What follows belongs to an exercise in optimizing a design on an open flow for small area, a short achievable clock period and few clock cycles per item; a production flow would make more cautious choices.
The RTL was checked by simulation tests, not by an equivalence proof against the original design.

==> job 6795: inputs <==
==> flow/design.v (excerpt) <==
module ex_unit (
    input  logic               clk,
    input  logic               rst_n,
    input  logic               in_valid,
    output logic               in_ready,
    input  logic [32-1:0]   in_pc,
    input  logic [32-1:0]   in_imm,
    input  logic [32-1:0]   in_rs1_data,
    input  logic [32-1:0]   in_rs2_data,
    input  logic [5-1:0] in_rd_addr,
    input  logic               in_rd_we,
    input  logic [2:0]         in_kind,
    input  logic [3:0]         in_alu_op,
    input  logic [1:0]         in_div_op,
    input  logic [1:0]         in_src1_sel,
    input  logic               in_src2_sel,
    input  logic               in_pred_taken,
    input  logic [32-1:0]   in_pred_pc,
    output logic               out_valid,
    input  logic               out_ready,
    output logic [32-1:0]   out_pc,
    output logic [5-1:0] out_rd_addr,
    output logic               out_rd_we,
    output logic [32-1:0]   out_rd_wdata,
  ...
==> module ex_resolve, before the edit <==
module ex_resolve (
    input  logic               clk,
    input  logic               rst_n,
    input  logic               load,
    input  logic               out_ready,
    input  logic [32-1:0]   pc,
    input  logic [32-1:0]   imm,
    input  logic [5-1:0] rd_addr,
    input  logic               rd_we,
    input  logic               pred_taken,
    input  logic [32-1:0]   pred_pc,
    input  logic               is_div,
    input  logic               is_jump,
    input  logic               is_cond,
    input  logic [32-1:0]   operand_a,
    input  logic [32-1:0]   operand_b,
    input  logic [8:0]         res_sel,
    input  logic [32-1:0]   sum,
    input  logic [32-1:0]   gen,
    input  logic [32-1:0]   prop,
    input  logic [32-1:0]   sh_res,
    input  logic               cmp_out,
    input  logic [32-1:0]   div_result,
    output logic               out_valid,
    output logic [32-1:0]   out_pc,
    output logic [5-1:0] out_rd_addr,
    output logic               out_rd_we,
    output logic [32-1:0]   out_rd_wdata,
    output logic               out_is_branch,
    output logic               out_taken,
    output logic [32-1:0]   out_target,
    output logic               out_miss,
    output logic [32-1:0]   out_redirect_pc
);
    logic [32-1:0]   pc_imm;
    logic               pc_imm_co;
    logic [32-1:0]   pc_step;
    logic               hit_cond;
    logic               hit_jump;
    logic               taken;
    logic               miss;
    logic [32-1:0]   res_nx;
    logic [32-1:0]   res_q;
    logic               branch_q;
    logic               taken_q;
    logic               miss_q;
    logic               jump_q;      
    logic               plain_q;     
    logic               cond_taken_q;
    logic               not_taken_q;
    function automatic logic sum_is(input logic [32-1:0] a, input logic [32-1:0] b,
                                    input logic [32-1:0] k);
        logic [32-1:0] c;
        c = {(a[32-2:0] & b[32-2:0]) | ((a[32-2:0] ^ b[32-2:0]) & ~k[32-2:0]), 1'b0};
        sum_is = ((a ^ b ^ k) == c);
    endfunction
    ex_add #(.W(32)) i_pc_imm (
        .a    (pc),
        .b    (imm),
        .cin  (1'b0),
        .sum  (pc_imm),
        .cout (pc_imm_co)
    );
    assign hit_cond = (pc_imm == pred_pc);
    assign hit_jump = sum_is(operand_a, operand_b, pred_pc);
    assign taken = is_jump || (is_cond && cmp_out);
    assign miss  = is_jump ? (!pred_taken || !hit_jump)
                           : (is_cond && (cmp_out ? (!pred_taken || !hit_cond) : pred_taken));
    function automatic logic [32-1:0] bitrev(input logic [32-1:0] x);
        for (int i = 0; i < 32; i++) bitrev[i] = x[32-1-i];
    endfunction
    assign res_nx = ({32{res_sel[0]}} & sum) |
                    ({32{res_sel[1]}} & sh_res) |
                    ({32{res_sel[2]}} & bitrev(sh_res)) |
                    ({32{res_sel[3]}} & gen) |
                    ({32{res_sel[4]}} & (gen | prop)) |
                    ({32{res_sel[5]}} & prop) |
                    {{(32-1){1'b0}}, res_sel[6] & cmp_out} |
                    ({32{res_sel[7]}} & pc_imm) |
                    ({32{res_sel[8]}} & div_result);
    always_ff @(posedge clk) begin
        if (!rst_n) begin
            out_valid <= 1'b0;
        end else if (load) begin
            out_valid <= 1'b1;
        end else if (out_ready) begin
            out_valid <= 1'b0;
        end
    end
    always_ff @(posedge clk) begin
        if (load) begin
            out_pc       <= pc;
            out_rd_addr  <= rd_addr;
            out_rd_we    <= rd_we;
            res_q        <= res_nx;
            branch_q     <= is_jump || is_cond;
            taken_q      <= taken;
            miss_q       <= miss;
            jump_q       <= is_jump;
            plain_q      <= !is_jump && !is_cond;
            cond_taken_q <= is_cond && cmp_out;
            not_taken_q  <= is_cond && !cmp_out;
        end
    end
    assign pc_step         = {out_pc[32-1:2] + 30'd1, out_pc[1:0]};
    assign out_is_branch   = branch_q;
    assign out_taken       = taken_q;
    assign out_miss        = miss_q;
    assign out_target      = {32{branch_q}} & res_q;
    assign out_redirect_pc = ({32{taken_q}} & res_q) |
                             ({32{not_taken_q}} & pc_step);
    assign out_rd_wdata    = ({32{plain_q}} & res_q) |
                             ({32{jump_q}} & pc_step) |
                             {{(32-1){1'b0}}, cond_taken_q};
endmodule
export LEC_CHECK = 0
export CAP_MARGIN = 40
export CORE_MARGIN = 2
export CORE_UTILIZATION = 40
export PLACE_DENSITY = 0.6
export SETUP_SLACK_MARGIN = 4
export SLEW_MARGIN = 20
create_clock -name core_clock -period 10.0 [get_ports {clk}]
standard.sh (not shown) runs the stock make flow with config.mk's settings and CLKGATE_MAP_FILE= SYNTH_SCRIPT=/design/flow/synth_recipe.tcl, a recipe that flattens the netlist after the stock synthesis.
==> flow/flow/run.sh <==
#!/bin/bash
# The standard ORFS layout (standard.sh), with every port buffered by a
# buf_1 instead of the default buffer the ORFS picks for buffer_ports.
# The whole ORFS run's output goes to orfs_flow.log here; ORFS's own per-step
# logs stay under orfs/logs/.
set -euo pipefail
cd "$(dirname "$0")/.."
export BUFFER_PORTS_ARGS="-buffer_cell sky130_fd_sc_hd__buf_1"
bash standard.sh > orfs_flow.log 2>&1
==> job 4774: changes against job 6795 <==
--- a/flow/design.v
+++ b/flow/design.v
@@ -258,21 +258,28 @@
     logic [4:0]            lz_r;
     logic [4:0]            lz_d;
     logic                  rem_zero;
     logic                  dsr_zero;
     logic                  early;
+    logic                  dsr_one;
     logic [32:0]        diff_a;
     logic                  ge_a;
     logic [32-1:0]      rem_a;
     logic [32-1:0]      diff_b;
     logic                  ge_b;
     logic [32-1:0]      rem_b;
     assign signed_op = !div_op[0];
     assign a_neg     = signed_op && dividend[32-1];
     assign b_neg     = signed_op && divisor[32-1];
     assign neg_in = (state == S_FIN) ? (want_rem_q ? rem_q : quot_q) : dividend;
-    assign neg_en = (state == S_FIN) ? neg_q : ((state == S_IDLE) && a_neg);
+    always_comb begin
+        case (state)
+            S_IDLE:  neg_en = a_neg;
+            S_NORM:  neg_en = neg_q ^ a_neg;
+            default: neg_en = neg_q;
+        endcase
+    end
     always_comb begin
         logic [32-1:0] o;
         o = {neg_in[32-2:0], 1'b0};
         for (int s = 1; s < 32; s = s * 2) o = o | (o << s);
         neg_or = o;
@@ -283,22 +290,27 @@
     assign {ge_a, diff_a} = {1'b1, 1'b0, rem_q} - {1'b0, dsr_q};
     assign rem_a = ge_a ? diff_a[32-1:0] : rem_q;
     assign {ge_b, diff_b} = {1'b1, rem_a} - {1'b0, dsr_q[32:1]};
     assign rem_b = ge_b ? diff_b : rem_a;
     assign early    = dsr_zero || !ge_a;
+    assign dsr_one  = (dsr_q == {{32{1'b0}}, 1'b1});
     assign norm     = (state == S_NORM);
     assign norm_val = dsr_q[32-1:0];
     assign norm_amt = lz_d - lz_r;
-    assign ready  = (state == S_NORM && early) || (state == S_FIN);
-    assign result = (state == S_NORM && !want_rem_q) ? {32{dsr_zero}} : neg_out;
+    assign ready  = (state == S_NORM && (early || dsr_one)) || (state == S_FIN);
+    always_comb begin
+        if (state != S_NORM)  result = neg_out;
+        else if (early)       result = want_rem_q ? dividend : {32{dsr_zero}};
+        else                  result = want_rem_q ? '0 : neg_out;
+    end
     always_ff @(posedge clk) begin
         if (!rst_n) begin
             state <= S_IDLE;
         end else begin
             case (state)
                 S_IDLE:  if (req) state <= S_NORM;
-                S_NORM:  if (!early) state <= S_ITER;
+                S_NORM:  if (!early && !dsr_one) state <= S_ITER;
                          else if (take) state <= S_IDLE;
                 S_ITER:  if (count == 4'd0) state <= S_FIN;
                 default: if (take) state <= S_IDLE;
             endcase
         end
@@ -310,11 +322,11 @@
                 dsr_q      <= {1'b0, divisor_mag};
                 want_rem_q <= div_op[1];
                 neg_q      <= div_op[1] ? a_neg : (a_neg ^ b_neg);
             end
             S_NORM: begin
-                if (!early) begin
+                if (!early && !dsr_one) begin
                     dsr_q  <= norm_amt[0] ? {1'b0, sh_left} : {sh_left, 1'b0};
                     count  <= norm_amt[4:1];
                     quot_q <= '0;
                 end
             end
@@ -390,11 +402,11 @@
         .b    (imm),
         .cin  (1'b0),
         .sum  (pc_imm),
         .cout (pc_imm_co)
     );
-    assign hit_cond = (pc_imm == pred_pc);
+    assign hit_cond = sum_is(pc, imm, pred_pc);
     assign hit_jump = sum_is(operand_a, operand_b, pred_pc);
     assign taken = is_jump || (is_cond && cmp_out);
     assign miss  = is_jump ? (!pred_taken || !hit_jump)
                            : (is_cond && (cmp_out ? (!pred_taken || !hit_cond) : pred_taken));
     function automatic logic [32-1:0] bitrev(input logic [32-1:0] x);
==> flow/config.mk (replaced) <==
export PLATFORM = sky130hd
export DESIGN_NAME = ex_unit
export DESIGN_NICKNAME = ex_unit
export VERILOG_FILES = /design/flow/design.v
export SDC_FILE = /design/flow/constraint.sdc
export NUM_CORES = 4
export LEC_CHECK = 0
export ABC_AREA = 1
export CAP_MARGIN = 40
export CORE_MARGIN = 2
export CORE_UTILIZATION = 40
export PLACE_DENSITY = 0.6
export SETUP_SLACK_MARGIN = 5
export SLEW_MARGIN = 20
export TNS_END_PERCENT = 5
==> job 2126: changes against job 6795 <==
--- a/flow/design.v
+++ b/flow/design.v
@@ -390,11 +390,11 @@
         .b    (imm),
         .cin  (1'b0),
         .sum  (pc_imm),
         .cout (pc_imm_co)
     );
-    assign hit_cond = (pc_imm == pred_pc);
+    assign hit_cond = sum_is(pc, imm, pred_pc);
     assign hit_jump = sum_is(operand_a, operand_b, pred_pc);
     assign taken = is_jump || (is_cond && cmp_out);
     assign miss  = is_jump ? (!pred_taken || !hit_jump)
                            : (is_cond && (cmp_out ? (!pred_taken || !hit_cond) : pred_taken));
     function automatic logic [32-1:0] bitrev(input logic [32-1:0] x);
==> flow/config.mk (replaced) <==
export PLATFORM = sky130hd
export DESIGN_NAME = ex_unit
export DESIGN_NICKNAME = ex_unit
export VERILOG_FILES = /design/flow/design.v
export SDC_FILE = /design/flow/constraint.sdc
export NUM_CORES = 4
export LEC_CHECK = 0
export ABC_AREA = 1
export CAP_MARGIN = 40
export CORE_MARGIN = 2
export CORE_UTILIZATION = 50
export PLACE_DENSITY = 0.7
export SETUP_SLACK_MARGIN = 5
export SLEW_MARGIN = 20
export TNS_END_PERCENT = 5
==> results.tsv <==
stage	metric	value	unit
global_route	global-route wire length before repair	193.3	mm
die	TAP cells	696	
routing	routed wl met3	19.74	mm
logic_synthesis	largest family of logic cells by synthesized area	simple AND/OR/NAND/NOR gates	
run_status	status	finished clean	
logic_synthesis	Synth top area share	0.2008	
logic_synthesis	syn nets	4550	
logic_synthesis	syn_area_per_cell	6.529	sq um
setup_path	crit-path cells	buf_6, buf_12, nor2_4, buf_12, buf_16, mux2i_4, xnor2_4, inv_2, ha_4, nand2_4, nor2_4, buf_12, nand4_1, nor2_4, nand4_1, a21oi_1, o21ai_1, nand2_1, nor2_2, nand3_2, nand2_2, nand3_2, nand3_2	
the above is filed under job 2126

==> results.tsv <==
stage	metric	value	unit
die	TAP cells	873	
logic_synthesis	syn nets	4581	
global_route	global-route wire length before repair	204.4	mm
clock_tree	Setup Fix Bufs, Post-CTS	67	
logic_synthesis	largest family of logic cells by synthesized area	simple AND/OR/NAND/NOR gates	
global_route	GRT Total Usage	0.4029	
routing	routed wl met3	17.62	mm
logic_synthesis	syn_area_per_cell	6.531	sq um
setup_path	crit-path cells	clkinvlp_4, ha_4, inv_2, o21bai_2, a21oi_2, o22ai_4, a21oi_4, nand2_8, nand3_4, nand2_4, inv_4, nor2_4, a21oi_4, buf_6	
run_status	status	finished clean	
the above is filed under job 4774

==> results.tsv <==
stage	metric	value	unit
global_route	global-route wire length before repair	178.5	mm
die	TAP cells	837	
run_status	status	finished clean	
routing	routed wl met3	16.57	mm
logic_synthesis	syn_area_per_cell	8.367	sq um
logic_synthesis	Synth top area share	0.2161	
setup_path	crit-path cells	buf_12, ha_4, fa_2, a211oi_4, o211a_1, nor2_2, a311o_2, inv_2, fa_2, xnor2_2, a2111oi_2, nand4_1, nor4_2, nand4_1, a2111oi_2, nand4_1, nor4_4, nand4_1, nor4_2, nand4_1, o31a_1	
logic_synthesis	largest family of logic cells by synthesized area	compound AO/OA/AOI/OAI gates	
the above is filed under job 6795

Testbench counts of job 6795, summed over its fixed seeds: cycles 4,685, items 3,200.
Testbench counts of job 4774, summed over its fixed seeds: cycles 4,601, items 3,200.
Testbench counts of job 2126, summed over its fixed seeds: cycles 4,685, items 3,200.

## separate check: timing with driven ports
How much do the figures lean on ideal ports? The routed layouts below were timed once more, with nothing changed but the port constraints. Step 1 assumes that a clkbuf_16 drives the clock port and a buf_2 every other input. Step 2 times the ports against the registers' clock, not the clock port: input delays grow and output delays shrink by t, the midpoint of the rising clock arrivals with the driver on. Three values: ideal ports, drivers, drivers and shift; two values: the first two.
run | t (ns) | setup slack, ns | worst data-port slew with drivers (ns)
job 6795 | 0.590 | 3.671 / 3.691 / 3.101 | 0.10
job 4774 | 0.573 | 4.840 / 4.775 / 4.329 | 0.12
job 2126 | 0.570 | 4.812 / 4.823 / 4.261 | 0.10
After both steps every run listed still meets setup and hold. For job 6795, which loses most, drivers alone change the setup slack by +0.020 ns; drivers and shift together by -0.570 ns.
